What follows belongs to an exercise in optimizing a design on an open flow for a short achievable clock period and few clock cycles; a production flow would make more cautious choices.
At most, simulation tests tie the RTL to the original design; equivalence was not proved.
Only the layout flow was run in runs 3 to 5; the RTL was not checked for function there.
Power and IR drop assume default switching activity.

`flow/design.v`:
```
package rv_pkg;
    localparam int XLEN      = 32;
    localparam int REG_COUNT = 32;
    localparam int REG_AW    = 5;
    localparam int APB_AW    = 12;
    localparam int ALU_OPW   = 4;
    typedef logic [XLEN-1:0]    word_t;
    typedef logic [REG_AW-1:0]  reg_addr_t;
    typedef logic [ALU_OPW-1:0] alu_op_t;
    typedef logic [APB_AW-1:0]  apb_addr_t;
    typedef enum logic [1:0] {
        IDLE,
        DECODE,
        EXECUTE,
        WRITEBACK
    } state_t;
    localparam logic [6:0] OPC_LUI    = 7'b0110111;
    localparam logic [6:0] OPC_AUIPC  = 7'b0010111;
    localparam logic [6:0] OPC_JAL    = 7'b1101111;
    localparam logic [6:0] OPC_JALR   = 7'b1100111;
    localparam logic [6:0] OPC_BRANCH = 7'b1100011;
    localparam logic [6:0] OPC_OP_IMM = 7'b0010011;
    localparam logic [6:0] OPC_OP     = 7'b0110011;
    localparam logic [2:0] F3_ADD_SUB = 3'b000;
    localparam logic [2:0] F3_SLL     = 3'b001;
    localparam logic [2:0] F3_SLT     = 3'b010;
    localparam logic [2:0] F3_SLTU    = 3'b011;
    localparam logic [2:0] F3_XOR     = 3'b100;
    localparam logic [2:0] F3_SRL_SRA = 3'b101;
    localparam logic [2:0] F3_OR      = 3'b110;
    localparam logic [2:0] F3_AND     = 3'b111;
    localparam logic [2:0] F3_BEQ  = 3'b000;
    localparam logic [2:0] F3_BNE  = 3'b001;
    localparam logic [2:0] F3_BLT  = 3'b100;
    localparam logic [2:0] F3_BGE  = 3'b101;
    localparam logic [2:0] F3_BLTU = 3'b110;
    localparam logic [2:0] F3_BGEU = 3'b111;
    localparam logic [6:0] F7_BASE = 7'b0000000;
    localparam logic [6:0] F7_ALT  = 7'b0100000;  
    localparam alu_op_t ALU_ADD    = 4'd0;
    localparam alu_op_t ALU_SUB    = 4'd1;
    localparam alu_op_t ALU_SLT    = 4'd2;
    localparam alu_op_t ALU_SLTU   = 4'd3;
    localparam alu_op_t ALU_AND    = 4'd4;
    localparam alu_op_t ALU_OR     = 4'd5;
    localparam alu_op_t ALU_XOR    = 4'd6;
    localparam alu_op_t ALU_SLL    = 4'd7;
    localparam alu_op_t ALU_SRL    = 4'd8;
    localparam alu_op_t ALU_SRA    = 4'd9;
    localparam alu_op_t ALU_PASS_B = 4'd10;  
    localparam apb_addr_t REG_BASE   = 12'h000;
    localparam apb_addr_t PC_ADDR    = 12'h080;
    localparam apb_addr_t INSTR_ADDR = 12'h084;
    localparam word_t RESET_PC = 32'h0000_0000;
endpackage
`timescale 1ns/1ps
module rv_slice_top (
    input  logic        clk,
    input  logic        rst_n,
    input  logic [11:0] paddr,
    input  logic        psel,
    input  logic        penable,
    input  logic        pwrite,
    input  logic [31:0] pwdata,
    output logic [31:0] prdata,
    output logic        pready,
    output logic        pslverr
);
    logic [31:0] regs [1:31];
    logic [31:0] pc;
    logic [32*32-1:0] rf_flat;    
    always_comb begin
        rf_flat[31:0] = 32'd0;
        for (int i = 1; i < 32; i++) rf_flat[32*i +: 32] = regs[i];
    end
    logic [31:0] ins;
    logic [31:0] rs1_v, rs2_v, rdp_v;
    logic [6:0]  opc;
    logic [2:0]  f3;
    logic [6:0]  f7;
    logic        d_lui, d_auipc, d_jal, d_jalr, d_br, d_opi, d_op, d_legal;
    logic        is_instr, read_ok;
    assign ins = pwdata;
    assign opc = ins[6:0];
    assign f3  = ins[14:12];
    assign f7  = ins[31:25];
    assign d_lui   = opc == 7'b0110111;
    assign d_auipc = opc == 7'b0010111;
    assign d_jal   = opc == 7'b1101111;
    assign d_jalr  = opc == 7'b1100111 && f3 == 3'b000;
    assign d_br    = opc == 7'b1100011 && f3[2:1] != 2'b01;
    assign d_opi   = opc == 7'b0010011 &&
                     (f3 == 3'b001 ? f7 == 7'h00 :
                      f3 == 3'b101 ? (f7 == 7'h00 || f7 == 7'h20) : 1'b1);
    assign d_op    = opc == 7'b0110011 &&
                     (f7 == 7'h00 || (f7 == 7'h20 && (f3 == 3'b000 || f3 == 3'b101)));
    assign d_legal = d_lui | d_auipc | d_jal | d_jalr | d_br | d_opi | d_op;
    assign rs1_v = rf_flat[32*ins[19:15] +: 32];
    assign rs2_v = rf_flat[32*ins[24:20] +: 32];
    assign rdp_v = rf_flat[32*paddr[6:2] +: 32];
    assign is_instr = paddr == 12'h084;
    assign read_ok  = (paddr[11:7] == 5'd0 && paddr[1:0] == 2'b00) || paddr == 12'h080;
    logic [31:0] op_a, op_b, imm;
    logic [4:0]  rd;
    logic [2:0]  fn;
    logic        alt, sub;
    logic        k_lui, k_auipc, k_link, k_jalr, k_jal, k_br, k_alu;
    logic        exec;
    logic        err_q, rdy_q;
    logic [31:0] rdata_q;
    always_ff @(posedge clk) begin
        op_a  <= rs1_v;
        op_b  <= (opc[5] & ~opc[2]) ? rs2_v : {{20{ins[31]}}, ins[31:20]};
        imm   <= opc[2] ? (opc[3] ? {{12{ins[31]}}, ins[19:12], ins[20], ins[30:21], 1'b0}
                                  : {ins[31:12], 12'b0})
                        : {{20{ins[31]}}, ins[7], ins[30:25], ins[11:8], 1'b0};
        rd    <= ins[11:7];
        fn    <= f3;
        alt   <= ins[30] & (f3 == 3'b101 || (f3 == 3'b000 && opc[5]));
        sub   <= opc[5] & ~opc[2] & (f3 != 3'b000 || ins[30] || opc[6]) |
                 ~opc[5] & (f3[2:1] == 2'b01);
        k_lui   <= d_lui;
        k_auipc <= d_auipc;
        k_link  <= d_jal | d_jalr;
        k_jal   <= d_jal;
        k_jalr  <= d_jalr;
        k_br    <= d_br;
        k_alu   <= d_opi | d_op;
        rdata_q <= (paddr == 12'h080) ? pc : rdp_v;
    end
    always_ff @(posedge clk or negedge rst_n) begin
        if (!rst_n) begin
            exec  <= 1'b0;
            err_q <= 1'b0;
            rdy_q <= 1'b0;
        end else begin
            exec  <= psel & ~penable & pwrite & is_instr & d_legal;
            err_q <= pwrite ? ~(is_instr & d_legal) : ~read_ok;
            rdy_q <= 1'b1;
        end
    end
    assign prdata  = rdata_q;
    assign pslverr = err_q;
    assign pready  = rdy_q;
    logic [31:0] b_eff, sum, pc4, tgt, shl, shr, alu_res, rd_data, pc_nxt;
    logic        c_out, lt_s, lt_u, eq, cond, taken;
    logic [4:0]  sh;
    assign b_eff        = sub ? ~op_b : op_b;
    assign {c_out, sum} = {1'b0, op_a} + {1'b0, b_eff} + {32'd0, sub};
    assign lt_u         = ~c_out;
    assign lt_s         = (op_a[31] ^ op_b[31]) ? op_a[31] : sum[31];
    assign eq           = op_a == op_b;
    assign sh  = op_b[4:0];
    assign shl = op_a << sh;
    assign shr = 32'($signed({alt & op_a[31], op_a}) >>> sh);
    always_comb begin
        case (fn)
            3'b000: alu_res = sum;
            3'b001: alu_res = shl;
            3'b010: alu_res = {31'd0, lt_s};
            3'b011: alu_res = {31'd0, lt_u};
            3'b100: alu_res = op_a ^ op_b;
            3'b101: alu_res = shr;
            3'b110: alu_res = op_a | op_b;
            default: alu_res = op_a & op_b;
        endcase
    end
    assign pc4 = pc + 32'd4;
    assign tgt = pc + imm;
    always_comb begin
        case (fn[2:1])
            2'b00:   cond = eq;
            2'b10:   cond = lt_s;
            default: cond = lt_u;
        endcase
    end
    assign taken = k_jal | (k_br & (cond ^ fn[0]));
    assign rd_data = k_lui   ? imm :
                     k_auipc ? tgt :
                     k_link  ? pc4 : alu_res;
    assign pc_nxt  = k_jalr ? {sum[31:1], 1'b0} : taken ? tgt : pc4;
    always_ff @(posedge clk or negedge rst_n) begin
        if (!rst_n) begin
            pc <= 32'd0;
            for (int i = 1; i < 32; i++) regs[i] <= 32'd0;
        end else if (exec) begin
            pc <= pc_nxt;
            if (!k_br)
                for (int i = 1; i < 32; i++)
                    if (rd == i[4:0]) regs[i] <= rd_data;
        end
    end
endmodule
```
`flow/run.sh`:
```
#!/bin/bash
# synth_recipe.tcl (not shown) runs the flow's synth.tcl, then flattens the netlist and writes it again
# the make line also repeats each setting of config.mk as NAME=value (left out here)
make -C /OpenROAD-flow-scripts/flow DESIGN_CONFIG=/design/flow/config.mk WORK_HOME=/design/flow/orfs CLKGATE_MAP_FILE= SYNTH_SCRIPT=/design/flow/synth_recipe.tcl finish
```
`flow/config.mk`:
```
export PLATFORM = sky130hd
export DESIGN_NAME = rv_slice_top
export DESIGN_NICKNAME = rv_slice_top
export VERILOG_FILES = /design/flow/design.v
export SDC_FILE = /design/flow/constraint.sdc
export NUM_CORES = 4
export LEC_CHECK = 0
export ABC_CLOCK_PERIOD_IN_PS = 3000
export CAP_MARGIN = 20
export CORE_MARGIN = 2
export CORE_UTILIZATION = 25
export PLACE_DENSITY = 0.32
export SETUP_SLACK_MARGIN = 5
export SLEW_MARGIN = 20
```
`flow/constraint.sdc`:
```
create_clock -name core_clock -period 12.0 [get_ports {clk}]
set_input_delay 2.4000 -clock core_clock [delete_from_list [all_inputs] [get_ports {clk}]]
set_output_delay 2.4000 -clock core_clock [all_outputs]
set_load 0.01 [all_outputs]
```
==> results of run 1 <==
==> synth_stat cells (36+ instances only) <==
cell type  count
dfrtp_1     1026
nand2_1      925
mux4_2       910
o21ai_0      788
clkbuf_1     508
a21oi_1      349
nor2_1       330
mux2_2       298
dfxtp_1      143
ha_1         127
inv_1        105
a22o_1        98
buf_1         98
mux2i_1       82
xor2_1        56
nor3_1        52
o31ai_1       48
a21o_1        47
xnor2_1       45
nor2b_1       44
nand3_1       43
o221ai_1      36
==> per-layer routing <==
layer,vias to the layer above,part of all wire
li1,25000,-
met1,31500,0.45
met2,1960,0.46
met3,428,0.049
met4,2,0.034
met5,-,0.000035
==> state kept, by name, indices dropped and copies added (netlist names), 3 cells and up <==
| name | count |
|---|---|
| fn | 3 |
| pc | 31 |
| rdata_q | 32 |
| regs | 992 |
| op_b | 32 |
| rd | 5 |
| op_a | 32 |
| imm | 31 |
==> layout make-up <==
class,count,area share
flip-flops and latches,1169,0.328
diodes,7,0.000201
well taps,3978,0.0572
inverters,107,0.00461
repair buffers,280,0.0294
clock inverters,53,0.00849
clock buffers,242,0.0544
multi-input cells,4755,0.518
==> power groups by stage <==
stage | logic, uW | registers, uW | clock network [uW]
detailed placement | 1060 | 4070 | 0
CTS | 1070 | 4000 | 5220
floorplan | 595 | 4040 | 0
global placement | 1060 | 4070 | 0
finish | 1060 | 4000 | 5070
global route | 1130 | 4000 | 5370
==> through the flow <==
step	instance area [um2]	std cells
after CTS	86900	10600
after floorplan	76200	6701
after global placement	81400	10300
after detailed placement	81500	10300
final	87000	10600
after global routing	87000	10600
==> logic make-up (layout without fill, tap and decap cells) <==
family	Yosys count	in the layout
AOI/OAI and AO/OA	1646	1646
and+or+nand+nor	1537	1537
muxes	1341	1341
DFF	1169	1169
buffers and inverters	777	682
adders and majority gates	129	129
xor gates and xnor gates	101	101
other	1	8
==> worst max path at each step <==
stage	start	endpoint	slack [ns]	cells past startpoint
finish	op_a[0]$_DFF_P_	regs[31][28]$_DFFE_PN0P_	6.05	13
detailed placement	paddr[2]	rdata_q[29]$_DFF_P_	5.70	7
global route	op_a[0]$_DFF_P_	regs[20][28]$_DFFE_PN0P_	5.88	13
global placement	paddr[2]	rdata_q[0]$_SDFF_PP0_	4.88	7
floorplan	paddr[2]	rdata_q[13]$_DFF_P_	6.99	8
CTS	op_a[0]$_DFF_P_	regs[23][28]$_DFFE_PN0P_	6.03	13
==> critical path, cell delays in order (launching register included) <==
cell	delay, ns
dfxtp_1	0.92
mux2i_1	0.32
fa_1	0.51
nor2b_1	0.15
o21bai_1	0.18
a21o_1	0.26
a2111oi_2	0.59
o21ai_0	0.39
xnor2_1	0.37
a221oi_1	0.97
a2111oi_0	0.26
a22oi_2	0.25
buf_4	0.37
o21ai_0	0.15
==> key figures, run 1 <==
Synth
  – Synth Area in Simple Gates: 0.0844
  – Register area share after synthesis: 0.375
  – Syn Inst Count: 6,701
  – Post-Syn Area: 76,200 um2
  – Adder-cell share of the synthesized area: 0.0214
  – Count of different cell masters after synthesis: 89
  – Syn. warnings: 2
  – Cell taking the most area after synthesis: dfrtp_1
  – Largest family of logic cells by synthesized area: multiplexers
  – Complex-gate fraction of the synthesized area: 0.129
  – Yosys top cell area share: 0.337
  – Synth area leaders: dfrtp_1 (34%), mux4_2 (27%), o21ai_0 (5.2%)
  – Avg Cell Area, Syn: 11.4 um2
  – Mux contribution to synthesized area: 0.337
  – Post-synth top flop: dfrtp_1
  – Post-synth ARST share: 0.878
  – Synth Area in XOR/XNOR: 0.0116
  – Number of synthesized register bits: 1,169
  – Number of flops mapped to enable cells by yosys: 0
  – Syn_nets: 6,879

Final layout
  – Commonest non-fill, non-tap cells in the layout: dfrtp_1 (1,026), mux4_2 (910), nand2_1 (893)
  – Layout area overhead: 14.2%
  – FF/Latch Area: 28,600 um2
  – Final Net Count: 6,652
  – Layout cells sized above 1: 0.279
  – Final Util: 0.287
  – Most common cell after layout, fill and taps aside: dfrtp_1
  – Fillers: 30,900
  – Multi-input logic area: 45,100 um2

Power
  – P per Cell Area: 116 nW/um2
  – Internal: 7260 uW
  – Switching portion of total power: 0.283
  – Clk pwr share: 0.500
  – NetSw: 2870 uW
  – Sequential share of power: 0.395
  – Total Power Consumption: 10,100 uW
  – Gate power share: 0.105
  – Worst vdd ir: 0.109 mV
  – Leakage: 0.0351 uW

Hold path
  – Hold Path Class: reg2reg
  – Hold Startpoint: regs[26][0]$_DFFE_PN0P_
  – Hold Path Cell Cnt: 2
  – Hold Path Sink: regs[26][0]$_DFFE_PN0P_

Die
  – Core area: 303,000 um2
  – Starting Density: 0.251
  – Die width: 556 um
  – Num rows: 202
  – Die height: 556 um
  – Num ports: 83
  – Die ar.: 309,000 um2

Drt
  – First-pass detailed-route iteration total: 8
  – Antenna-violating nets left: 0
  – Via/cell ratio: 5.56
  – Detailed-route via count: 58,900
  – Wire per inst: 35.2 um
  – DR iter-0 viols: 5,719
  – WL final: 373,000 um
  – Drc violations: 0

CTS
  – CTS buffer count: 161
  – # resized after CTS: 0
  – Longest Clk Path Bufs: 4
  – Hold buffer count at cts: 0
  – CTS tree: built
  – Worst-skew pair later-pin latency: 0.89 ns
  – H-tree Lvls: 4
  – Post-CTS setup buffer count: 0
  – Clock Root Buffer: clkbuf_16
  – Clk slew on worst S/H paths: 0.05 ns
  – Clock sink count: 1,169

Setup path
  – Worst EP required: 12.66 ns
  – Worst setup EP type: register
  – Crit Path Class: reg2reg
  – Worst R2R End: regs[31][28]$_DFFE_PN0P_
  – CP max FO: 31
  – Worst Reg-to-Reg Cells: 13
  – R2r setup slk: 6.05 ns
  – Startpoint Class: register
  – R2R Path Start: op_a[0]$_DFF_P_
  – Crit path DAT: 6.61 ns

STA
  – Fin crit period: 5.95 ns
  – Clk_skew: 0.0730 ns
  – Setup-failing EPs final: 0
  – Slew @ Worst Pin: 1.13 ns
  – Normalized max-slew margin: 0.249
  – RSZ-0062 raised after global routing: no
  – Achievable Freq: 0.168 GHz
  – Max-slew violation count: 0
  – Min Hold Slack: 0.519 ns
  – Setup Total Neg Slack: 0 ns
  – Final Hold Viols: 0
  – PnR worst setup slack: 6.05 ns
  – Final worst-path cycle share: 0.495

GRT
  – Busiest layer in global routing: met2
  – GRT met3 Usage: 0.0305
  – Largest net degree at the start of global routing: 143
  – Total GRT Usage: 0.239
  – Met2 capacity usage during global routing: 0.380
  – Initial antenna violation count: 27
  – GR Overflow Total: 0
  – Met1 usage in global routing: 0.336
  – First-pass GRT wire length: 517,000 um
  – Vias in the first global route: 58,800

Placed design
  – Placer Congestion: 0.910
  – Detail Placement HPWL: 240,000 um
  – Pre-CTS setup slack: 5.70 ns
  – I/O Buffers: 82

Job
  – Max-cap violations: 0

Status
  – Status: no timing/DRC/antenna violations
Testbench counts, summed over its fixed seeds: cycles 48,000.
==> run 2, diff against run 1 <==
==> flow/flow/run.sh (new file) <==
#!/bin/bash
# Standard ORFS layout (the standard.sh, standard synthesis), with the
# timing repair steps asked to reach a larger setup margin than the flow
# settings allow, so that repair keeps sizing the design for speed.
set -euo pipefail
cd "$(dirname "$0")/.."
MARGIN=$(cat flow/margin.txt)
bash standard.sh SETUP_SLACK_MARGIN="$MARGIN" finish > flow_make.log 2>&1
==> flow/flow/margin.txt (new file) <==
8.5
==> flow/standard.sh (new file) <==
#!/bin/bash
# synth_recipe.tcl (not shown) runs the flow's synth.tcl, then flattens the netlist and writes it again
# the make line also repeats each setting of config.mk as NAME=value (left out here)
make -C /OpenROAD-flow-scripts/flow DESIGN_CONFIG=/design/flow/config.mk WORK_HOME=/design/flow/orfs CLKGATE_MAP_FILE= SYNTH_SCRIPT=/design/flow/synth_recipe.tcl "${@:-finish}"
removed: flow/run.sh
==> key figures, run 2 <==
Synth
  – Post-synth top flop: dfrtp_1
  – Post-Syn Area: 76,200 um2 (unchanged)
  – Cell taking the most area after synthesis: dfrtp_1
  – Number of flops mapped to enable cells by yosys: 0 (unchanged)
  – Number of synthesized register bits: 1,169 (unchanged)
  – Syn Inst Count: 6,701 (unchanged)
  – Register area share after synthesis: 0.375 (unchanged)
  – Synth area leaders: dfrtp_1 (34%), mux4_2 (27%), o21ai_0 (5.2%)
  – Most frequent cell after synthesis: dfrtp_1
  – Post-synth ARST share: 0.878 (unchanged)
  – Commonest cells in the netlist: dfrtp_1 (1,026), nand2_1 (925), mux4_2 (910), o21ai_0 (788), clkbuf_1 (508)
  – Avg Cell Area, Syn: 11.4 um2 (unchanged)
  – Syn_nets: 6,879 (unchanged)
  – Syn. warnings: 2 (unchanged)
  – Count of different cell masters after synthesis: 89 (unchanged)
  – Yosys top cell area share: 0.337 (unchanged)

Status
  – Status: no timing/DRC/antenna violations

CTS
  – Worst-skew pair later-pin latency: 0.88 ns (about the same)
  – Clk slew on worst S/H paths: 0.06 ns (about the same)
  – Clock sink count: 1,169 (unchanged)
  – Hold buffer count at cts: 0 (unchanged)
  – CTS buffer count: 161 (unchanged)
  – Clock Root Buffer: clkbuf_16
  – CTS tree: built
  – Longest Clk Path Bufs: 4 (unchanged)
  – H-tree Lvls: 4 (unchanged)

Final layout
  – Final Net Count: 7,350 (+10%)
  – Multi-input logic area: 50,800 um2 (+13%)
  – Fillers: 29,600 (-4.1%)
  – Layout area overhead: 38.8%
  – Layout cells sized above 1: 0.480 (+0.201)
  – Commonest non-fill, non-tap cells in the layout: dfrtp_1 (1,020), mux4_2 (921), nand2_1 (886)
  – FF/Latch Area: 28,700 um2 (+0.54%)
  – Most common cell after layout, fill and taps aside: dfrtp_1
  – Max reg flops: 992 (unchanged)
  – Top reg by flops: regs

STA
  – Setup Total Neg Slack: 0 ns (unchanged)
  – Final worst-path cycle share: 0.351 (-0.144)
  – PnR worst setup slack: 7.78 ns (+1.73 ns)
  – Fin crit period: 4.22 ns (-1.73 ns)
  – Achievable Freq: 0.237 GHz (+41%)
  – Max-slew violation count: 0 (unchanged)
  – Clk_skew: 0.0589 ns (-0.0141 ns)
  – Slew @ Worst Pin: 1.26 ns (+0.132 ns)
  – Final Hold Viols: 0 (unchanged)
  – Setup-failing EPs final: 0 (unchanged)
  – Normalized max-slew margin: 0.161 (-0.0882)
  – RSZ-0062 raised after global routing: yes

Drt
  – DR iter-0 viols: 6,935 (+21%)
  – Antenna-violating nets left: 0 (unchanged)
  – WL final: 450,000 um (+20%)
  – First-pass detailed-route iteration total: 6 (-2)
  – Drc violations: 0 (unchanged)
  – Via/cell ratio: 5.87 (+5.5%)
  – Wire per inst: 39.8 um (+13%)
  – Detailed-route via count: 66,300 (+12%)

Setup path
  – CP max FO: 8 (-74%)
  – Crit Path Class: reg2reg
  – Worst EP required: 12.68 ns (+0.02 ns)
  – Worst setup EP type: register
  – Startpoint Class: register
  – Crit path DAT: 4.90 ns (-1.71 ns)

Placed design
  – Pre-CTS setup slack: 5.33 ns (-0.371 ns)
  – Placer Congestion: 0.889 (-2.3%)
  – I/O Buffers: 82 (unchanged)
  – Detail Placement HPWL: 241,000 um (+0.54%)

GRT
  – Total GRT Usage: 0.281 (+0.0416)
  – Initial antenna violation count: 22 (-19%)
  – GR Overflow Total: 0 (unchanged)
  – Vias in the first global route: 64,100 (+8.9%)
  – Largest net degree at the start of global routing: 139 (-2.8%)
  – First-pass GRT wire length: 594,000 um (+15%)

Die
  – Die height: 556 um (unchanged)
  – Starting Density: 0.251 (unchanged)
  – Core area: 303,000 um2 (unchanged)
  – Die width: 556 um (unchanged)
  – Die ar.: 309,000 um2 (unchanged)
  – Num ports: 83 (unchanged)
  – Num rows: 202 (unchanged)

Hold path
  – Hold Path Class: reg2reg

Power
  – Worst vdd ir: 0.0812 mV (-25%)
  – P per Cell Area: 104 nW/um2 (-10%)
  – Leakage: 0.0429 uW (+22%)

Job
  – Max-cap violations: 0 (unchanged)
==> run 2: final cells by class <==
type / count / share of cell area
diodes: 8 / 0.000189
clock buffers: 251 / 0.0453
clock inverters: 40 / 0.00477
inverters: 107 / 0.00392
multi-input cells: 4765 / 0.480
flip-flops and latches: 1169 / 0.272
well taps: 3978 / 0.0471
repair buffers: 968 / 0.147
==> run 2: layer usage <==
layer	global-route usage	vias to the layer above	share of wire
li1	-	26700	-
met1	0.380	35900	0.43
met2	0.439	2961	0.45
met3	0.0490	709	0.069
met4	0.122	10	0.053
met5	0	-	0.00016
==> run 2: logic make-up after synthesis <==
| group | count (synthesis) | synth area share |
|---|---|---|
| AOI/OAI and AO/OA | 1646 | 0.129 |
| muxes | 1341 | 0.337 |
| buffers and inverters | 777 | 0.0424 |
| and+or+nand+nor | 1537 | 0.0844 |
| xor gates and xnor gates | 101 | 0.0116 |
| adders and majority gates | 129 | 0.0214 |
| DFF | 1169 | 0.375 |
| other | 1 | 0.0000492 |
==> run 2: path summary, 6_finish.rpt <==
kind	end	from	cells after the start	slack, ns
hold / removal	regs[30][28]$_DFFE_PN0P_	regs[30][28]$_DFFE_PN0P_	2	0.52
setup / recovery	regs[28][28]$_DFFE_PN0P_	sub$_DFF_P_	18	7.78
max in group asynchronous	regs[15][27]$_DFFE_PN0P_	rst_n	3	8.60
setup reg to reg	regs[28][28]$_DFFE_PN0P_	sub$_DFF_P_	18	7.78
hold reg to reg	regs[30][28]$_DFFE_PN0P_	regs[30][28]$_DFFE_PN0P_	2	0.52
min in group asynchronous	rdy_q$_DFF_PN0_	rst_n	1	1.44
==> run 2: per-stage QoR <==
stage	util	power (uW)	hold WS [ns]	area (um2)	instances
detailed placement	0.269	5140	0.508	81600	10300
finish	0.349	11000	0.520	106000	11300
global route	0.349	11300	0.544	106000	11300
global placement	0.269	5140	0.494	81600	10300
CTS	0.333	11000	0.519	101000	11100
floorplan	-	4710	0.476	78000	6701
==> run 2: timing repair <==
action,in CTS,in global routing
cloned,172,51
endpoints found under the hold margin,0,0
setup buffers,341,127
resized for setup,1874,715
endpoints found under the setup margin,1662,1610
pin swaps,354,289
==> run 2: critical path, stage by stage, from the launching register on <==
cell and delay [ns]:
dfxtp_4 0.40, buf_12 0.18, xor2_1 0.17, ha_1 0.36
nand2_2 0.08, buf_4 0.14, o21bai_4 0.20, a21o_4 0.26
a2111oi_4 0.33, buf_4 0.20, o21ai_4 0.11, xnor2_4 0.19
a221oi_4 0.50, a2111oi_4 0.12, a22oi_2 0.25, buf_12 0.18
buf_8 0.11, buf_16 0.13, o21ai_2 0.05
==> run 2: where the power goes <==
part           total, uW  leakage, uW  internal (uW)  switching [uW]
logic               2050       0.0248            869            1180
registers           3990       0.0155           3950            45.7
clock network       5000      0.00260           2940            2060
total              11000       0.0429           7750            3280
==> run 3, diff against run 2 <==
--- a/flow/design.v
+++ b/flow/design.v
@@ -78,12 +78,15 @@
     logic [6:0]  opc;
     logic [2:0]  f3;
     logic [6:0]  f7;
-    logic        d_lui, d_auipc, d_jal, d_jalr, d_br, d_opi, d_op, d_legal;
+    logic        d_lui, d_auipc, d_jal, d_jalr, d_br, d_opi, d_op, d_legal, d_alu;
     logic        is_instr, read_ok;
     assign ins = pwdata;
     assign opc = ins[6:0];
     assign f3  = ins[14:12];
     assign f7  = ins[31:25];
+    assign rs1_v = rf_flat[32*ins[19:15] +: 32];
+    assign rs2_v = rf_flat[32*ins[24:20] +: 32];
+    assign rdp_v = rf_flat[32*paddr[6:2] +: 32];
     assign d_lui   = opc == 7'b0110111;
     assign d_auipc = opc == 7'b0010111;
     assign d_jal   = opc == 7'b1101111;
@@ -95,16 +98,16 @@
     assign d_op    = opc == 7'b0110011 &&
                      (f7 == 7'h00 || (f7 == 7'h20 && (f3 == 3'b000 || f3 == 3'b101)));
     assign d_legal = d_lui | d_auipc | d_jal | d_jalr | d_br | d_opi | d_op;
-    assign rs1_v = rf_flat[32*ins[19:15] +: 32];
-    assign rs2_v = rf_flat[32*ins[24:20] +: 32];
-    assign rdp_v = rf_flat[32*paddr[6:2] +: 32];
     assign is_instr = paddr == 12'h084;
     assign read_ok  = (paddr[11:7] == 5'd0 && paddr[1:0] == 2'b00) || paddr == 12'h080;
+    logic c_alu, c_br;
+    assign c_alu = opc[4] & ~opc[2];             
+    assign c_br  = opc[6] & ~opc[2];             
     logic [31:0] op_a, op_b, imm;
-    logic [4:0]  rd;
-    logic [2:0]  fn;
-    logic        alt, sub;
-    logic        k_lui, k_auipc, k_link, k_jalr, k_jal, k_br, k_alu;
+    logic [31:1] wsel;
+    logic        s_add, s_sub, s_sll, s_slt, s_sltu, s_xor, s_srl, s_sra, s_or, s_and;
+    logic        s_lui, s_auipc, s_link, s_jalr;
+    logic        t_jal, t_beq, t_bne, t_blt, t_bge, t_bltu, t_bgeu;
     logic        exec;
     logic        err_q, rdy_q;
     logic [31:0] rdata_q;
@@ -114,18 +117,29 @@
         imm   <= opc[2] ? (opc[3] ? {{12{ins[31]}}, ins[19:12], ins[20], ins[30:21], 1'b0}
                                   : {ins[31:12], 12'b0})
                         : {{20{ins[31]}}, ins[7], ins[30:25], ins[11:8], 1'b0};
-        rd    <= ins[11:7];
-        fn    <= f3;
-        alt   <= ins[30] & (f3 == 3'b101 || (f3 == 3'b000 && opc[5]));
-        sub   <= opc[5] & ~opc[2] & (f3 != 3'b000 || ins[30] || opc[6]) |
-                 ~opc[5] & (f3[2:1] == 2'b01);
-        k_lui   <= d_lui;
-        k_auipc <= d_auipc;
-        k_link  <= d_jal | d_jalr;
-        k_jal   <= d_jal;
-        k_jalr  <= d_jalr;
-        k_br    <= d_br;
-        k_alu   <= d_opi | d_op;
+        for (int i = 1; i < 32; i++)
+            wsel[i] <= ins[11:7] == i[4:0] && !c_br;
+        s_add   <= c_alu & (f3 == 3'b000) & ~(opc[5] & ins[30]);
+        s_sub   <= c_alu & (f3 == 3'b000) &  (opc[5] & ins[30]);
+        s_sll   <= c_alu & (f3 == 3'b001);
+        s_slt   <= c_alu & (f3 == 3'b010);
+        s_sltu  <= c_alu & (f3 == 3'b011);
+        s_xor   <= c_alu & (f3 == 3'b100);
+        s_srl   <= c_alu & (f3 == 3'b101) & ~ins[30];
+        s_sra   <= c_alu & (f3 == 3'b101) &  ins[30];
+        s_or    <= c_alu & (f3 == 3'b110);
+        s_and   <= c_alu & (f3 == 3'b111);
+        s_lui   <= d_lui;
+        s_auipc <= d_auipc;
+        s_link  <= d_jal | d_jalr;
+        s_jalr  <= d_jalr;
+        t_jal   <= d_jal;
+        t_beq   <= c_br & (f3 == 3'b000);
+        t_bne   <= c_br & (f3 == 3'b001);
+        t_blt   <= c_br & (f3 == 3'b100);
+        t_bge   <= c_br & (f3 == 3'b101);
+        t_bltu  <= c_br & (f3 == 3'b110);
+        t_bgeu  <= c_br & (f3 == 3'b111);
         rdata_q <= (paddr == 12'h080) ? pc : rdp_v;
     end
     always_ff @(posedge clk or negedge rst_n) begin
@@ -142,52 +156,39 @@
     assign prdata  = rdata_q;
     assign pslverr = err_q;
     assign pready  = rdy_q;
-    logic [31:0] b_eff, sum, pc4, tgt, shl, shr, alu_res, rd_data, pc_nxt;
-    logic        c_out, lt_s, lt_u, eq, cond, taken;
-    logic [4:0]  sh;
-    assign b_eff        = sub ? ~op_b : op_b;
-    assign {c_out, sum} = {1'b0, op_a} + {1'b0, b_eff} + {32'd0, sub};
-    assign lt_u         = ~c_out;
-    assign lt_s         = (op_a[31] ^ op_b[31]) ? op_a[31] : sum[31];
-    assign eq           = op_a == op_b;
-    assign sh  = op_b[4:0];
-    assign shl = op_a << sh;
-    assign shr = 32'($signed({alt & op_a[31], op_a}) >>> sh);
-    always_comb begin
-        case (fn)
-            3'b000: alu_res = sum;
-            3'b001: alu_res = shl;
-            3'b010: alu_res = {31'd0, lt_s};
-            3'b011: alu_res = {31'd0, lt_u};
-            3'b100: alu_res = op_a ^ op_b;
-            3'b101: alu_res = shr;
-            3'b110: alu_res = op_a | op_b;
-            default: alu_res = op_a & op_b;
-        endcase
-    end
+    logic [31:0] sum, diff, pc4, tgt, shl, shr, rd_data, pc_nxt;
+    logic        lt_s, lt_u, eq, taken;
+    assign sum  = op_a + op_b;
+    assign diff = op_a - op_b;
+    assign lt_u = op_a < op_b;
+    assign lt_s = $signed(op_a) < $signed(op_b);
+    assign eq   = op_a == op_b;
+    assign shl = op_a << op_b[4:0];
+    assign shr = 32'($signed({s_sra & op_a[31], op_a}) >>> op_b[4:0]);
     assign pc4 = pc + 32'd4;
     assign tgt = pc + imm;
-    always_comb begin
-        case (fn[2:1])
-            2'b00:   cond = eq;
-            2'b10:   cond = lt_s;
-            default: cond = lt_u;
-        endcase
-    end
-    assign taken = k_jal | (k_br & (cond ^ fn[0]));
-    assign rd_data = k_lui   ? imm :
-                     k_auipc ? tgt :
-                     k_link  ? pc4 : alu_res;
-    assign pc_nxt  = k_jalr ? {sum[31:1], 1'b0} : taken ? tgt : pc4;
+    assign rd_data = ({32{s_add}}   & sum)
+                   | ({32{s_sub}}   & diff)
+                   | ({32{s_sll}}   & shl)
+                   | ({32{s_srl | s_sra}} & shr)
+                   | ({32{s_xor}}   & (op_a ^ op_b))
+                   | ({32{s_or}}    & (op_a | op_b))
+                   | ({32{s_and}}   & (op_a & op_b))
+                   | {31'd0, (s_slt & lt_s) | (s_sltu & lt_u)}
+                   | ({32{s_lui}}   & imm)
+                   | ({32{s_auipc}} & tgt)
+                   | ({32{s_link}}  & pc4);
+    assign taken = t_jal | (t_beq & eq) | (t_bne & ~eq) | (t_blt & lt_s) | (t_bge & ~lt_s)
+                 | (t_bltu & lt_u) | (t_bgeu & ~lt_u);
+    assign pc_nxt = s_jalr ? {sum[31:1], 1'b0} : taken ? tgt : pc4;
     always_ff @(posedge clk or negedge rst_n) begin
         if (!rst_n) begin
             pc <= 32'd0;
             for (int i = 1; i < 32; i++) regs[i] <= 32'd0;
         end else if (exec) begin
             pc <= pc_nxt;
-            if (!k_br)
-                for (int i = 1; i < 32; i++)
-                    if (rd == i[4:0]) regs[i] <= rd_data;
+            for (int i = 1; i < 32; i++)
+                if (wsel[i]) regs[i] <= rd_data;
         end
     end
 endmodule
==> key figures, run 3 <==
STA
  – Normalized max-slew margin: 0.174 (+0.0134)
  – Clk_skew: 0.0451 ns (-0.0138 ns)
  – Fin crit period: 4.08 ns (-0.140 ns)
  – RSZ-0062 raised after global routing: yes
  – Setup-failing EPs final: 0 (unchanged)
  – Setup Total Neg Slack: 0 ns (unchanged)
  – Final Hold Viols: 0 (unchanged)
  – Achievable Freq: 0.245 GHz (+3.4%)
  – Slew @ Worst Pin: 1.24 ns (-0.0202 ns)
  – Final worst-path cycle share: 0.340 (-0.0116)
  – Max-slew violation count: 0 (unchanged)

Synth
  – Synth area leaders: dfrtp_1 (33%), mux4_2 (27%), a21oi_1 (7.1%)
  – Commonest cells in the netlist: nor2_1 (1,239), a21oi_1 (1,094), dfrtp_1 (1,026), mux4_2 (907), clkbuf_1 (482)
  – Count of different cell masters after synthesis: 94 (+5.6%)
  – Most frequent cell after synthesis: nor2_1
  – Post-synth top flop: dfrtp_1
  – Cell taking the most area after synthesis: dfrtp_1
  – Yosys top cell area share: 0.334 (-0.00289)
  – Number of flops mapped to enable cells by yosys: 0 (unchanged)
  – Syn. warnings: 2 (unchanged)
  – Register area share after synthesis: 0.381 (+0.00617)
  – Avg Cell Area, Syn: 10.9 um2 (-4.1%)
  – Syn Inst Count: 7,045 (+5.1%)
  – Number of synthesized register bits: 1,205 (+3.1%)
  – Post-synth ARST share: 0.851 (-0.0262)
  – Post-Syn Area: 76,900 um2 (+0.86%)
  – Syn_nets: 7,234 (+5.2%)

Drt
  – First-pass detailed-route iteration total: 6 (unchanged)
  – Wire per inst: 38.5 um (-3.2%)
  – DR iter-0 viols: 7,801 (+12%)
  – Antenna-violating nets left: 0 (unchanged)
  – Drc violations: 0 (unchanged)
  – Via/cell ratio: 5.76 (-1.9%)
  – WL final: 447,000 um (-0.58%)
  – Detailed-route via count: 66,800 (+0.75%)

Setup path
  – Crit path DAT: 4.77 ns (-0.13 ns)
  – Crit Path Class: reg2reg
  – Worst setup EP type: register
  – Worst EP required: 12.69 ns (about the same)
  – CP max FO: 16 (+8)
  – Startpoint Class: register

GRT
  – Initial antenna violation count: 27 (+23%)
  – GR Overflow Total: 0 (unchanged)
  – Largest net degree at the start of global routing: 146 (+5.0%)
  – Vias in the first global route: 64,500 (+0.69%)
  – Total GRT Usage: 0.279 (-0.00125)
  – First-pass GRT wire length: 595,000 um (+0.21%)

CTS
  – H-tree Lvls: 4 (unchanged)
  – CTS buffer count: 164 (+1.9%)
  – Worst-skew pair later-pin latency: 0.86 ns (-0.02 ns)
  – Clock sink count: 1,205 (+3.1%)
  – Longest Clk Path Bufs: 4 (unchanged)
  – Clk slew on worst S/H paths: 0.07 ns (about the same)
  – CTS tree: built
  – Hold buffer count at cts: 0 (unchanged)
  – Clock Root Buffer: clkbuf_16

Die
  – Die width: 558 um (+0.43%)
  – Num ports: 83 (unchanged)
  – Die height: 558 um (+0.43%)
  – Core area: 306,000 um2 (+0.91%)
  – Starting Density: 0.251 (about the same)
  – Die ar.: 312,000 um2 (+0.86%)
  – Num rows: 203 (+0.50%)

Power
  – Gate power share: 0.141 (-0.045)
  – Switching portion of total power: 0.284 (-0.0135)
  – Leakage: 0.0418 uW (-2.5%)
  – NetSw: 3080 uW (-6.2%)
  – Clk pwr share: 0.480 (+0.027)
  – Worst vdd ir: 0.100 mV (+24%)
  – P per Cell Area: 105 nW/um2 (+0.53%)
  – Sequential share of power: 0.379 (+0.017)
  – Internal: 7770 uW (+0.18%)

Status
  – Status: no timing/DRC/antenna violations

Final layout
  – Multi-input logic area: 49,000 um2 (-3.4%)
  – Layout area overhead: 34.5%
  – Fillers: 30,600 (+3.3%)
  – Most common cell after layout, fill and taps aside: nor2_1
  – FF/Latch Area: 29,500 um2 (+2.8%)
  – Top reg by flops: regs
  – Layout cells sized above 1: 0.404 (-0.0762)
  – Final Net Count: 7,539 (+2.6%)
  – Commonest non-fill, non-tap cells in the layout: nor2_1 (1,218), dfrtp_1 (1,010), mux4_2 (907)
  – Max reg flops: 992 (unchanged)
  – Final non-filler cell total: 11,600 (+2.7%)

Hold path
  – Hold Path Class: reg2reg

Placed design
  – Placer Congestion: 0.941 (+5.8%)
  – I/O Buffers: 82 (unchanged)
  – Placed Cells: 10,700 (+3.7%)
  – Detail Placement HPWL: 249,000 um (+3.2%)

Job
  – Max-cap violations: 0 (unchanged)
[run 3: cell types whose count changed in the layout (fill, tap and decap cells not counted), moves of 112 or more]
cell     delta
o21ai_0   -112
o21ai_2   -471
nor2_1    +936
a21oi_2   +286
a21oi_1   +460
nand2_1   -645
[run 3: power groups by stage]
stage	clock network (uW)	registers, uW	logic [uW]
after CTS	5330	4100	1430
final	5210	4110	1530
after global placement	0	4190	944
after global routing	5480	4100	1570
after detailed placement	0	4190	941
after floorplan	0	4160	581
[run 3: area by class of cell]
| type | instances | area share |
|---|---|---|
| Antenna cell | 9 | 0.000218 |
| Clock buffer | 258 | 0.0483 |
| Clock inverter | 45 | 0.00522 |
| Inverter | 122 | 0.00499 |
| Multi-Input combinational cell | 5008 | 0.474 |
| Sequential cell | 1205 | 0.285 |
| Tap cell | 4100 | 0.0496 |
| Timing Repair Buffer | 845 | 0.132 |
| Timing Repair inverter | 4 | 0.000339 |
[run 3: cells by family after synthesis]
family,count (synthesis),synth area share
AO/OA/AOI/OAI,1801,0.142
XOR/XNOR,99,0.0113
adder cells (fa/ha/maj),140,0.0231
buffers and inverters,838,0.0438
flip-flops,1205,0.381
multiplexers,1162,0.301
other,1,0.0000488
AND/OR/NAND/NOR,1799,0.0980
[run 3: timing repair]
item / in CTS / in global routing
gates cloned: 163 / 27
pin swaps: 108 / 145
buffers inserted: 295 / 118
gates resized for setup: 1285 / 536
endpoints found under the setup margin: 1420 / 1461
[run 3: worst paths after layout]
| check | startpoint | endpoint | slack, ns | cells past startpoint |
|---|---|---|---|---|
| max | op_a[0]$_DFF_P_ | regs[28][26]$_DFFE_PN0P_ | 7.92 | 15 |
| min | regs[7][29]$_DFFE_PN0P_ | regs[7][29]$_DFFE_PN0P_ | 0.55 | 2 |
| max reg2reg | op_a[0]$_DFF_P_ | regs[28][26]$_DFFE_PN0P_ | 7.92 | 15 |
| min reg2reg | regs[7][29]$_DFFE_PN0P_ | regs[7][29]$_DFFE_PN0P_ | 0.55 | 2 |
| max in group asynchronous | rst_n | pc[12]$_DFFE_PN0P_ | 8.74 | 3 |
| min in group asynchronous | rst_n | regs[20][28]$_DFFE_PN0P_ | 1.49 | 1 |
[run 3: critical path, cell delays in order, from the launching register on]
cell and delay, ns:
dfxtp_4 0.42, buf_4 0.19, ha_4 0.17, fa_2 0.37
a21o_1 0.18, nand4_1 0.13, a2111o_1 0.35, buf_4 0.18
nand4_1 0.09, buf_6 0.17, a311oi_4 0.39, xnor2_1 0.22
a21oi_4 0.44, and3_4 0.27, buf_12 0.17, a21oi_1 0.09
[run 3: per-stage QoR]
step / util / setup slack [ns] / instance area, um2 / total power, uW / hold WS, ns
finish: 0.338 / 7.92 / 103000 / 10800 / 0.555
global route: 0.338 / 7.89 / 103000 / 11200 / 0.581
CTS: 0.325 / 8.03 / 99400 / 10900 / 0.565
detailed placement: 0.268 / 5.75 / 82100 / 5130 / 0.553
global placement: 0.268 / 5.38 / 82100 / 5140 / 0.541
floorplan: - / 7.81 / 78700 / 4740 / 0.518
[run 3: layer usage]
metal  share of wire  up-vias  track usage
met1            0.44    35800        0.394
met4           0.047        8        0.108
li1                -    27200            -
met3           0.077      691       0.0489
met2            0.44     3126        0.424
met5         0.00012        -            0
==> run 4, diff against run 3 <==
--- a/flow/design.v
+++ b/flow/design.v
@@ -68,11 +68,11 @@
 );
     logic [31:0] regs [1:31];
     logic [31:0] pc;
-    logic [32*32-1:0] rf_flat;    
-    always_comb begin
-        rf_flat[31:0] = 32'd0;
-        for (int i = 1; i < 32; i++) rf_flat[32*i +: 32] = regs[i];
-    end
+    logic [31:0] wb_d;
+    logic [31:1] wb_we;
+    logic [31:0] regs_nx [1:31];
+    always_comb
+        for (int i = 1; i < 32; i++) regs_nx[i] = wb_we[i] ? wb_d : regs[i];
     logic [31:0] ins;
     logic [31:0] rs1_v, rs2_v, rdp_v;
     logic [6:0]  opc;
@@ -84,9 +84,25 @@
     assign opc = ins[6:0];
     assign f3  = ins[14:12];
     assign f7  = ins[31:25];
-    assign rs1_v = rf_flat[32*ins[19:15] +: 32];
-    assign rs2_v = rf_flat[32*ins[24:20] +: 32];
-    assign rdp_v = rf_flat[32*paddr[6:2] +: 32];
+    logic [31:1] sel1, sel2, selp;
+    always_comb begin
+        for (int i = 1; i < 32; i++) begin
+            sel1[i] = ins[19:15] == i[4:0];
+            sel2[i] = ins[24:20] == i[4:0];
+            selp[i] = paddr[6:2] == i[4:0];
+        end
+        for (int b = 0; b < 32; b++) begin
+            logic [31:1] c1, c2, cp;
+            for (int i = 1; i < 32; i++) begin
+                c1[i] = sel1[i] & regs_nx[i][b];
+                c2[i] = sel2[i] & regs_nx[i][b];
+                cp[i] = selp[i] & regs_nx[i][b];
+            end
+            rs1_v[b] = |c1;
+            rs2_v[b] = |c2;
+            rdp_v[b] = |cp;
+        end
+    end
     assign d_lui   = opc == 7'b0110111;
     assign d_auipc = opc == 7'b0010111;
     assign d_jal   = opc == 7'b1101111;
@@ -140,7 +156,7 @@
         t_bge   <= c_br & (f3 == 3'b101);
         t_bltu  <= c_br & (f3 == 3'b110);
         t_bgeu  <= c_br & (f3 == 3'b111);
-        rdata_q <= (paddr == 12'h080) ? pc : rdp_v;
+        rdata_q <= rdp_v | ({32{paddr == 12'h080}} & pc);
     end
     always_ff @(posedge clk or negedge rst_n) begin
         if (!rst_n) begin
@@ -183,12 +199,20 @@
     assign pc_nxt = s_jalr ? {sum[31:1], 1'b0} : taken ? tgt : pc4;
     always_ff @(posedge clk or negedge rst_n) begin
         if (!rst_n) begin
-            pc <= 32'd0;
+            pc    <= 32'd0;
+            wb_we <= '0;
+        end else begin
+            if (exec) pc <= pc_nxt;
+            wb_we <= exec ? wsel : '0;
+        end
+    end
+    always_ff @(posedge clk) wb_d <= rd_data;
+    always_ff @(posedge clk or negedge rst_n) begin
+        if (!rst_n) begin
             for (int i = 1; i < 32; i++) regs[i] <= 32'd0;
-        end else if (exec) begin
-            pc <= pc_nxt;
+        end else begin
             for (int i = 1; i < 32; i++)
-                if (wsel[i]) regs[i] <= rd_data;
+                if (wb_we[i]) regs[i] <= wb_d;
         end
     end
 endmodule
==> key figures, run 4 <==
Synth
  – Synth area leaders: dfrtp_1 (36%), mux2i_1 (9.1%), dfxtp_1 (5.7%)
  – Number of synthesized register bits: 1,268 (+5.2%)
  – Count of different cell masters after synthesis: 102 (+8.5%)
  – Synth Area in XOR/XNOR: 0.0112 (-0.0000998)
  – Post-synth ARST share: 0.834 (-0.0179)
  – Yosys top cell area share: 0.359 (+0.0252)
  – Mux contribution to synthesized area: 0.165 (-0.136)
  – Number of flops mapped to enable cells by yosys: 0 (unchanged)
  – Syn. warnings: 3 (+1)
  – Most frequent cell after synthesis: dfrtp_1
  – Post-synth top flop: dfrtp_1
  – Register area share after synthesis: 0.417 (+0.0359)
  – Syn Inst Count: 7,705 (+9.4%)
  – Commonest cells in the netlist: dfrtp_1 (1,057), inv_1 (763), mux2i_1 (672), o22ai_1 (634), clkbuf_1 (521)
  – Avg Cell Area, Syn: 9.56 um2 (-12%)
  – Complex-gate fraction of the synthesized area: 0.214 (+0.0726)
  – Adder-cell share of the synthesized area: 0.0241 (+0.00101)
  – Syn_nets: 7,894 (+9.1%)
  – Synth Area in Simple Gates: 0.0969 (-0.00105)
  – Post-Syn Area: 73,600 um2 (-4.2%)
  – Cell taking the most area after synthesis: dfrtp_1
  – Largest family of logic cells by synthesized area: compound AO/OA/AOI/OAI gates

Final layout
  – Layout area overhead: 46.1%
  – Final Net Count: 8,976 (+19%)
  – Layout cells sized above 1: 0.356 (-0.0477)
  – Most common cell after layout, fill and taps aside: dfrtp_1
  – Max reg flops: 992 (unchanged)
  – Commonest non-fill, non-tap cells in the layout: dfrtp_1 (1,011), buf_4 (831), inv_1 (755)
  – Top reg by flops: regs
  – Fillers: 29,500 (-3.6%)

Hold path
  – Hold Path Class: reg2reg
  – Hold Path Sink: wb_we[16]$_DFF_PN0_
  – Hold Startpoint: wsel[16]$_DFF_P_
  – Hold Path Cell Cnt: 1 (-1)

Setup path
  – Crit-path cells: inv_2 -> ha_4 -> buf_6 -> or4_4 -> or4_4 -> nor4_4 -> mux2_4 -> nor4bb_4 -> buf_4 -> nand3_4 -> buf_6 -> buf_4 -> a21oi_4 -> nand2_2 -> a41oi_2
  – R2r setup slk: 7.47 ns (-0.45 ns)
  – Worst R2R End: pc[26]$_DFFE_PN0P_
  – Crit path DAT: 5.34 ns (+0.57 ns)
  – CP max FO: 4 (-12)
  – Largest stage delay on the critical path: 0.64 ns (+0.20 ns)
  – R2R Path Start: op_a[10]$_DFF_P_
  – Worst Reg-to-Reg Cells: 15 (unchanged)
  – Worst setup EP type: register
  – Worst EP required: 12.81 ns (+0.12 ns)
  – Top delay family on crit path: simple AND/OR/NAND/NOR gates
  – Crit Path Class: reg2reg
  – Startpoint Class: register
  – Slowest CP cell: nor4_4
  – Buf+Inv Stages, Crit Path: 5 (+1)

GRT
  – Total GRT Usage: 0.468 (+0.188)
  – Initial antenna violation count: 137 (+410%)
  – First-pass GRT wire length: 906,000 um (+52%)
  – Vias in the first global route: 79,400 (+23%)
  – Largest net degree at the start of global routing: 147 (+0.68%)
  – GR Overflow Total: 0 (unchanged)

Status
  – Status: no timing/DRC/antenna violations

CTS
  – Clock sink count: 1,268 (+5.2%)
  – Worst-skew pair later-pin latency: 0.93 ns (+0.07 ns)
  – CTS buffer count: 172 (+4.9%)
  – H-tree Lvls: 4 (unchanged)
  – CTS tree: built
  – Clk slew on worst S/H paths: 0.07 ns (about the same)
  – Clock Root Buffer: clkbuf_16
  – Longest Clk Path Bufs: 4 (unchanged)

Drt
  – Wire per inst: 56.7 um (+47%)
  – First-pass detailed-route iteration total: 10 (+4)
  – Via/cell ratio: 6.82 (+18%)
  – Routed wl met2: 293,000 um (+49%)
  – Antenna-violating nets left: 0 (unchanged)
  – DR iter-0 viols: 15,300 (+96%)
  – Detailed-route via count: 88,500 (+33%)
  – Metal-1 WL: 263,000 um (+35%)
  – Top layer in use: met5
  – Routed wl met3: 91,800 um (+170%)
  – WL final: 736,000 um (+65%)
  – Drc violations: 0 (unchanged)

STA
  – Max-slew violation count: 0 (unchanged)
  – Setup-failing EPs final: 0 (unchanged)
  – Setup Total Neg Slack: 0 ns (unchanged)
  – Min Hold Slack: 0.437 ns (-0.118 ns)
  – Final Hold Viols: 0 (unchanged)
  – Normalized max-slew margin: 0.186 (+0.0121)
  – RSZ-0062 raised after global routing: yes
  – Achievable Freq: 0.221 GHz (-9.9%)
  – Slew @ Worst Pin: 1.22 ns (-0.0181 ns)
  – Final worst-path cycle share: 0.377 (+0.0373)
  – Fin crit period: 4.53 ns (+0.447 ns)
  – Clk_skew: 0.0413 ns (-0.00372 ns)

Die
  – Die ar.: 299,000 um2 (-4.2%)
  – Num rows: 199 (-2.0%)
  – Die width: 547 um (-2.1%)
  – Starting Density: 0.251 (-0.000517)
  – Die height: 547 um (-2.1%)
  – Core area: 294,000 um2 (-4.0%)
  – Num ports: 83 (unchanged)

Power
  – Total Power Consumption: 11,200 uW (+3.6%)
  – Leakage: 0.0479 uW (+15%)
  – Worst vdd ir: 0.0933 mV (-7.0%)
  – P per Cell Area: 104 nW/um2 (-0.44%)

Placed design
  – I/O Buffers: 82 (unchanged)
  – Placer Congestion: 1.02 (+8.7%)
  – Detail Placement HPWL: 456,000 um (+83%)

Job
  – Max-cap violations: 0 (unchanged)
[run 4: changes by cell type after synthesis, sizes merged, moves of 228 or more]
cell and delta:
a21oi -962, nor2 -884, mux4 -847, inv +645, o22ai +624, mux2i +556, a221oi +244, nand2 +235
a22oi +228
[run 4: logic make-up (layout without fill, tap and decap cells)]
logic type / Yosys count / count (layout)
buffers and inverters: 1391 / 2600
adder cells (fa/ha/maj): 140 / 140
other: 1 / 138
flip-flops: 1268 / 1268
AND/OR/NAND/NOR: 1499 / 1513
XOR/XNOR: 94 / 94
multiplexers: 1092 / 1092
AO/OA/AOI/OAI: 2220 / 2221
[run 4: worst max-delay path by stage]
stage,startpoint,endpoint,slack [ns],cells past startpoint
2_1_floorplan,pwdata[19],op_a[0]$_DFF_P_,8.00,9
5_1_grt,op_a[10]$_DFF_P_,pc[26]$_DFFE_PN0P_,7.53,14
3_3_place_gp,pwdata[18],op_a[25]$_DFF_P_,5.25,6
3_5_place_dp,pwdata[18],op_a[11]$_DFF_P_,5.52,9
4_1_cts,op_b[4]$_DFF_P_,pc[26]$_DFFE_PN0P_,7.63,14
6_report,op_a[10]$_DFF_P_,pc[26]$_DFFE_PN0P_,7.47,15
[run 4: per-layer routing]
metal,track usage,vias up
met5,0.00981,-
met4,0.440,66
met3,0.203,3516
met2,0.654,8749
met1,0.530,45000
li1,-,31200
[run 4: power breakdown]
part / internal, uW / switching [uW]
sequential: 4290 / 83.5
clock: 3160 / 2310
combinational: 433 / 961
total: 7880 / 3360
[run 4: timing repair]
item	CTS	global route
hold buffers	0	0
gates cloned	32	21
gates resized for setup	1506	566
setup endpoints to repair	685	630
pin swaps	306	294
hold endpoints to repair	0	0
setup buffers	667	335
[run 4: area by class of cell]
cell class	instances	area, um2	area share
clock buffers	250	4990	0.0464
multi-input cells	5061	44400	0.413
repair buffers	1516	18200	0.169
repair inverters	1	8.76	0.0000814
well taps	3919	4900	0.0456
clock inverters	66	766	0.00712
flip-flops and latches	1268	31000	0.288
diodes	137	343	0.00319
inverters	767	2920	0.0271
[run 4: through the flow]
stage | instances | cell area, um2 | setup WS [ns] | utilization
after global routing | 12900 | 107000 | 7.53 | 0.365
final | 13000 | 108000 | 7.47 | 0.366
after CTS | 12500 | 101000 | 7.63 | 0.343
after floorplan | 7705 | 76700 | 8.00 | -
after detailed placement | 11500 | 81900 | 5.52 | 0.279
after global placement | 11500 | 81800 | 5.25 | 0.279
==> run 5, diff against run 4 <==
==> flow/flow/margin.txt (replaced) <==
9
--- a/flow/config.mk
+++ b/flow/config.mk
@@ -8,7 +8,7 @@
 export ABC_CLOCK_PERIOD_IN_PS = 3000
 export CAP_MARGIN = 20
 export CORE_MARGIN = 2
-export CORE_UTILIZATION = 25
-export PLACE_DENSITY = 0.32
+export CORE_UTILIZATION = 45
+export PLACE_DENSITY = 0.55
 export SETUP_SLACK_MARGIN = 5
 export SLEW_MARGIN = 20
==> key figures, run 5 <==
Status
  – Failed at: global routing (5_1_grt)
  – Status: stopped before the end
  – Stop err: [ERROR GRT-0116] Global routing finished with congestion. Check the congestion regions in the DRC Viewer.

Synth
  – Count of different cell masters after synthesis: 102 (unchanged)
  – Register area share after synthesis: 0.417 (unchanged)
  – Syn_nets: 7,894 (unchanged)
  – Post-Syn Area: 73,600 um2 (unchanged)
  – Cell taking the most area after synthesis: dfrtp_1
  – Most frequent cell after synthesis: dfrtp_1
  – Avg Cell Area, Syn: 9.56 um2 (unchanged)
  – Yosys top cell area share: 0.359 (unchanged)
  – Commonest cells in the netlist: dfrtp_1 (1,057), inv_1 (763), mux2i_1 (672), o22ai_1 (634), clkbuf_1 (521)
  – Syn. warnings: 3 (unchanged)
  – Post-synth top flop: dfrtp_1
  – Number of synthesized register bits: 1,268 (unchanged)
  – Syn Inst Count: 7,705 (unchanged)
  – Synth area leaders: dfrtp_1 (36%), mux2i_1 (9.1%), dfxtp_1 (5.7%)
  – Number of flops mapped to enable cells by yosys: 0 (unchanged)
  – Post-synth ARST share: 0.834 (unchanged)

GRT
  – GR Overflow Total: 2
  – First-pass GRT wire length: 857,000 um
  – Vias in the first global route: 89,000
  – Total GRT Usage: 0.760
  – Largest net degree at the start of global routing: 91

Die
  – Starting Density: 0.453 (+0.202)
  – Die width: 408 um (-25%)
  – Num ports: 83 (unchanged)
  – Die height: 408 um (-25%)
  – Num rows: 148 (-26%)

Placed design
  – Placed Cells: 9,644 (-16%)
  – Detail Placement HPWL: 353,000 um (-23%)
  – Placer Congestion: 1.18 (+15%)
  – Pre-CTS setup slack: 5.52 ns (+0.00250 ns)
  – I/O Buffers: 82 (unchanged)

CTS
  – Clock sink count: 1,268 (unchanged)
  – CTS buffer count: 146 (-15%)
  – Longest Clk Path Bufs: 3 (-1)
  – H-tree Lvls: 4 (unchanged)
  – Clock Root Buffer: clkbuf_16
[run 5: cell counts after synthesis]
No cell type changed its count.
[run 5: metrics by stage]
step / cell area [um2] / utilization
2_1_floorplan: 76900 / -
3_3_place_gp: 79000 / 0.486
3_5_place_dp: 79000 / 0.486
4_1_cts: 102000 / 0.626
[run 5: power by group through the flow]
| stage | logic [uW] | clock network, uW | registers, uW |
|---|---|---|---|
| 2_1_floorplan | 428 | 0 | 4390 |
| 3_5_place_dp | 795 | 0 | 4460 |
| 3_3_place_gp | 789 | 0 | 4460 |
| 4_1_cts | 1170 | 4690 | 4360 |
[run 5: metal layers]
layer / GRT overflow / track usage
met1: 0 / 0.775
met5: 0 / 0.420
met2: 2 / 0.884
met3: 0 / 0.640
met4: 0 / 0.723
[run 5: repair_timing]
item / CTS
setup endpoints to repair: 975
hold buffers: 0
buffers inserted: 941
cloned: 53
pin swaps: 473
gates resized for setup: 1861
[run 5: cell families after synthesis]
group,count (synthesis),synth area share
compound gates,2220,0.214
xor+xnor,94,0.0112
fa+ha+maj,140,0.0241
buf+inv,1391,0.0719
flops,1268,0.417
mux,1092,0.165
other cells,1,0.0000509
simple gates,1499,0.0969
[run 5: worst min-delay path by stage]
stage / from / to / slack, ns / cells after the start
CTS: wsel[31]$_DFF_P_ / wb_we[31]$_DFF_PN0_ / 0.44 / 1
detailed placement: wsel[31]$_DFF_P_ / wb_we[31]$_DFF_PN0_ / 0.43 / 1
global placement: wsel[12]$_DFF_P_ / wb_we[12]$_DFF_PN0_ / 0.42 / 1
floorplan: wsel[10]$_DFF_P_ / wb_we[10]$_DFF_PN0_ / 0.42 / 1
==> run 6, diff against run 5 <==
--- a/flow/design.v
+++ b/flow/design.v
@@ -68,6 +68,9 @@
 );
     logic [31:0] regs [1:31];
     logic [31:0] pc;
+    logic        pcu_v, pcu_take;
+    logic [31:0] pcu_tgt, pcu_p4, pc_nx;
+    assign pc_nx = pcu_v ? (pcu_take ? pcu_tgt : pcu_p4) : pc;
     logic [31:0] wb_d;
     logic [31:1] wb_we;
     logic [31:0] regs_nx [1:31];
@@ -84,25 +87,14 @@
     assign opc = ins[6:0];
     assign f3  = ins[14:12];
     assign f7  = ins[31:25];
-    logic [31:1] sel1, sel2, selp;
+    logic [32*32-1:0] rf_flat;    
     always_comb begin
-        for (int i = 1; i < 32; i++) begin
-            sel1[i] = ins[19:15] == i[4:0];
-            sel2[i] = ins[24:20] == i[4:0];
-            selp[i] = paddr[6:2] == i[4:0];
-        end
-        for (int b = 0; b < 32; b++) begin
-            logic [31:1] c1, c2, cp;
-            for (int i = 1; i < 32; i++) begin
-                c1[i] = sel1[i] & regs_nx[i][b];
-                c2[i] = sel2[i] & regs_nx[i][b];
-                cp[i] = selp[i] & regs_nx[i][b];
-            end
-            rs1_v[b] = |c1;
-            rs2_v[b] = |c2;
-            rdp_v[b] = |cp;
-        end
-    end
+        rf_flat[31:0] = 32'd0;
+        for (int i = 1; i < 32; i++) rf_flat[32*i +: 32] = regs_nx[i];
+    end
+    assign rs1_v = rf_flat[32*ins[19:15] +: 32];
+    assign rs2_v = rf_flat[32*ins[24:20] +: 32];
+    assign rdp_v = rf_flat[32*paddr[6:2] +: 32];
     assign d_lui   = opc == 7'b0110111;
     assign d_auipc = opc == 7'b0010111;
     assign d_jal   = opc == 7'b1101111;
@@ -156,7 +148,7 @@
         t_bge   <= c_br & (f3 == 3'b101);
         t_bltu  <= c_br & (f3 == 3'b110);
         t_bgeu  <= c_br & (f3 == 3'b111);
-        rdata_q <= rdp_v | ({32{paddr == 12'h080}} & pc);
+        rdata_q <= rdp_v | ({32{paddr == 12'h080}} & pc_nx);
     end
     always_ff @(posedge clk or negedge rst_n) begin
         if (!rst_n) begin
@@ -172,7 +164,7 @@
     assign prdata  = rdata_q;
     assign pslverr = err_q;
     assign pready  = rdy_q;
-    logic [31:0] sum, diff, pc4, tgt, shl, shr, rd_data, pc_nxt;
+    logic [31:0] sum, diff, pc4, tgt, shl, shr, rd_data;
     logic        lt_s, lt_u, eq, taken;
     assign sum  = op_a + op_b;
     assign diff = op_a - op_b;
@@ -196,17 +188,23 @@
                    | ({32{s_link}}  & pc4);
     assign taken = t_jal | (t_beq & eq) | (t_bne & ~eq) | (t_blt & lt_s) | (t_bge & ~lt_s)
                  | (t_bltu & lt_u) | (t_bgeu & ~lt_u);
-    assign pc_nxt = s_jalr ? {sum[31:1], 1'b0} : taken ? tgt : pc4;
     always_ff @(posedge clk or negedge rst_n) begin
         if (!rst_n) begin
             pc    <= 32'd0;
+            pcu_v <= 1'b0;
             wb_we <= '0;
         end else begin
-            if (exec) pc <= pc_nxt;
+            pc    <= pc_nx;
+            pcu_v <= exec;
             wb_we <= exec ? wsel : '0;
         end
     end
-    always_ff @(posedge clk) wb_d <= rd_data;
+    always_ff @(posedge clk) begin
+        wb_d     <= rd_data;
+        pcu_take <= taken | s_jalr;
+        pcu_tgt  <= s_jalr ? {sum[31:1], 1'b0} : tgt;
+        pcu_p4   <= pc4;
+    end
     always_ff @(posedge clk or negedge rst_n) begin
         if (!rst_n) begin
             for (int i = 1; i < 32; i++) regs[i] <= 32'd0;
==> flow/flow/margin.txt (replaced) <==
8.6
--- a/flow/config.mk
+++ b/flow/config.mk
@@ -5,10 +5,10 @@
 export SDC_FILE = /design/flow/constraint.sdc
 export NUM_CORES = 4
 export LEC_CHECK = 0
-export ABC_CLOCK_PERIOD_IN_PS = 3000
+export ABC_CLOCK_PERIOD_IN_PS = 1500
 export CAP_MARGIN = 20
 export CORE_MARGIN = 2
-export CORE_UTILIZATION = 45
+export CORE_UTILIZATION = 30
 export PLACE_DENSITY = 0.55
 export SETUP_SLACK_MARGIN = 5
 export SLEW_MARGIN = 20
==> key figures, run 6 <==
GRT
  – Initial antenna violation count: 35
  – Largest net degree at the start of global routing: 91
  – GR Overflow Total: 0
  – Vias in the first global route: 65,900
  – First-pass GRT wire length: 532,000 um
  – Total GRT Usage: 0.269

Synth
  – Avg Cell Area, Syn: 11.6 um2 (+21%)
  – Post-Syn Area: 82,600 um2 (+12%)
  – Syn Inst Count: 7,136 (-7.4%)
  – Most frequent cell after synthesis: dfrtp_1
  – Synth area leaders: dfrtp_1 (32%), mux4_2 (23%), mux2i_1 (7.9%)
  – Commonest cells in the netlist: dfrtp_1 (1,059), mux4_2 (833), inv_1 (701), mux2i_1 (649)
  – Number of synthesized register bits: 1,335 (+5.3%)
  – Count of different cell masters after synthesis: 96 (-5.9%)
  – Post-synth top flop: dfrtp_1
  – Number of flops mapped to enable cells by yosys: 0 (unchanged)
  – Cell taking the most area after synthesis: dfrtp_1
  – Syn_nets: 7,317 (-7.3%)
  – Syn. warnings: 3 (unchanged)
  – Yosys top cell area share: 0.321 (-0.0386)
  – Register area share after synthesis: 0.388 (-0.0291)
  – Post-synth ARST share: 0.793 (-0.0403)

Status
  – Status: no timing/DRC/antenna violations

Final layout
  – Commonest non-fill, non-tap cells in the layout: dfrtp_1 (1,026), mux4_2 (833), inv_1 (686)
  – Final Net Count: 7,490
  – Top reg by flops: regs
  – Layout area overhead: 24.1%
  – Layout cells sized above 1: 0.359

Setup path
  – Worst setup EP type: primary output
  – Slowest CP cell: dfxtp_4
  – Worst EP required: 9.60 ns
  – Worst R2R End: wb_d[20]$_DFF_P_
  – Crit Path Class: reg2out
  – R2R Path Start: op_b[1]$_DFF_P_
  – Worst setup path endpoint: prdata[4]
  – Worst path depth: 1
  – Largest stage delay on the critical path: 0.47 ns
  – Crit path DAT: 1.45 ns
  – Startpoint Class: register
  – CP startpoint: rdata_q[4]$_DFF_P_

CTS
  – CTS buffer count: 150 (+2.7%)
  – Clock sink count: 1,335 (+5.3%)
  – H-tree Lvls: 4 (unchanged)
  – Clock Root Buffer: clkbuf_16
  – Hold buffer count at cts: 0 (unchanged)
  – Worst-skew pair later-pin latency: 0.85 ns
  – Clk slew on worst S/H paths: 0.07 ns
  – Longest Clk Path Bufs: 3 (unchanged)

Placed design
  – I/O Buffers: 82 (unchanged)
  – Placer Congestion: 0.986 (-16%)
  – Pre-CTS setup slack: 5.72 ns (+0.203 ns)
  – Detail Placement HPWL: 218,000 um (-38%)

STA
  – Final worst-path cycle share: 0.320
  – Max-slew violation count: 0
  – Achievable Freq: 0.260 GHz
  – RSZ-0062 raised after global routing: yes
  – Clk_skew: 0.0611 ns
  – Normalized max-slew margin: 0.165
  – PnR worst setup slack: 8.15 ns

Drt
  – Wire per inst: 35.2 um
  – Drc violations: 0
  – Antenna-violating nets left: 0
  – Detailed-route via count: 68,200

Die
  – Die height: 529 um (+29%)
  – Die width: 529 um (+29%)
  – Starting Density: 0.302 (-0.151)
  – Num rows: 192 (+30%)
  – Num ports: 83 (unchanged)

Job
  – Max-cap violations: 0

Power
  – P per Cell Area: 114 nW/um2
  – Leakage: 0.0453 uW
==> run 6: cell types whose count changed after synthesis, sizes merged, moves of 94 or more <==
cell    before  now
clkbuf     522  384
mux4        60  833
buf        102  266
nor4       121   19
nand2      483  387
a21oi      162  373
nor2       357  451
a22oi      259   40
o22ai      634   11
a221oi     290   62
==> run 6: kinds of logic after synthesis <==
| logic type | count (synthesis) | synth area share |
|---|---|---|
| muxes | 1933 | 0.367 |
| buffers and inverters | 1362 | 0.0646 |
| DFF | 1335 | 0.388 |
| AOI/OAI and AO/OA | 1197 | 0.0944 |
| and+or+nand+nor | 1086 | 0.0564 |
| adders and majority gates | 132 | 0.0203 |
| xor gates and xnor gates | 90 | 0.00954 |
| other | 1 | 0.0000454 |
==> run 6: timing repair <==
item,in CTS,in global routing
endpoints found under the setup margin,990,767
buffers inserted,209,83
cloned,114,22
pin swaps,103,128
gates resized for setup,951,256
==> run 6: cell type report <==
type / count / area, um2
diodes: 16 / 40.0
clock inverters: 62 / 826
inverters: 712 / 2760
fillers: 26100 / 171000
repair buffers: 670 / 10400
flip-flops and latches: 1335 / 32300
multi-input cells: 4439 / 47200
clock buffers: 216 / 4430
repair inverters: 1 / 8.76
well taps: 3589 / 4490
==> run 6: per-stage QoR <==
| stage | util | power, uW | instances | area (um2) |
|---|---|---|---|---|
| finish | 0.374 | 11600 | 11000 | 103000 |
| global placement | 0.317 | 6120 | 10300 | 86900 |
| CTS | 0.366 | 11500 | 10900 | 100000 |
| detailed placement | 0.317 | 6130 | 10300 | 86900 |
| floorplan | - | 5570 | 7136 | 84100 |
| global route | 0.374 | 11900 | 11000 | 102000 |
==> run 6: how the worst min path moves through the flow <==
stage,start,to,depth (start not counted)
finish,wsel[23]$_DFF_P_,wb_we[23]$_DFF_PN0_,1
global route,wsel[28]$_DFF_P_,wb_we[28]$_DFF_PN0_,1
CTS,wsel[16]$_DFF_P_,wb_we[16]$_DFF_PN0_,1
detailed placement,wsel[14]$_DFF_P_,wb_we[14]$_DFF_PN0_,1
global placement,pc[1]$_DFF_PN0_,pcu_p4[1]$_DFF_P_,0
floorplan,pc[0]$_DFF_PN0_,pcu_p4[0]$_DFF_P_,0
==> run 6: routing by layer <==
layer | part of all wire | track usage | wire length (um)
met2 | 0.41 | 0.379 | 159000
met4 | 0.055 | 0.116 | 21400
met5 | 0.00095 | 0.00312 | 370
met3 | 0.15 | 0.119 | 59800
met1 | 0.38 | 0.354 | 147000
==> run 6: where the power goes <==
| part | switching [uW] | internal [uW] |
|---|---|---|
| Combinational | 1190 | 773 |
| Sequential | 163 | 4540 |
| Clock | 2110 | 2870 |
| Total | 3470 | 8180 |
Testbench counts of run 6, summed over its fixed seeds: cycles 48,000.

Check on run 6: ideal ports give 8.154 ns setup slack; a clkbuf_16 on the clock port and buf_2 on the inputs give 8.053 ns; moving port delays by the midpoint clock arrival (0.917 ns) as well gives 7.207 ns.
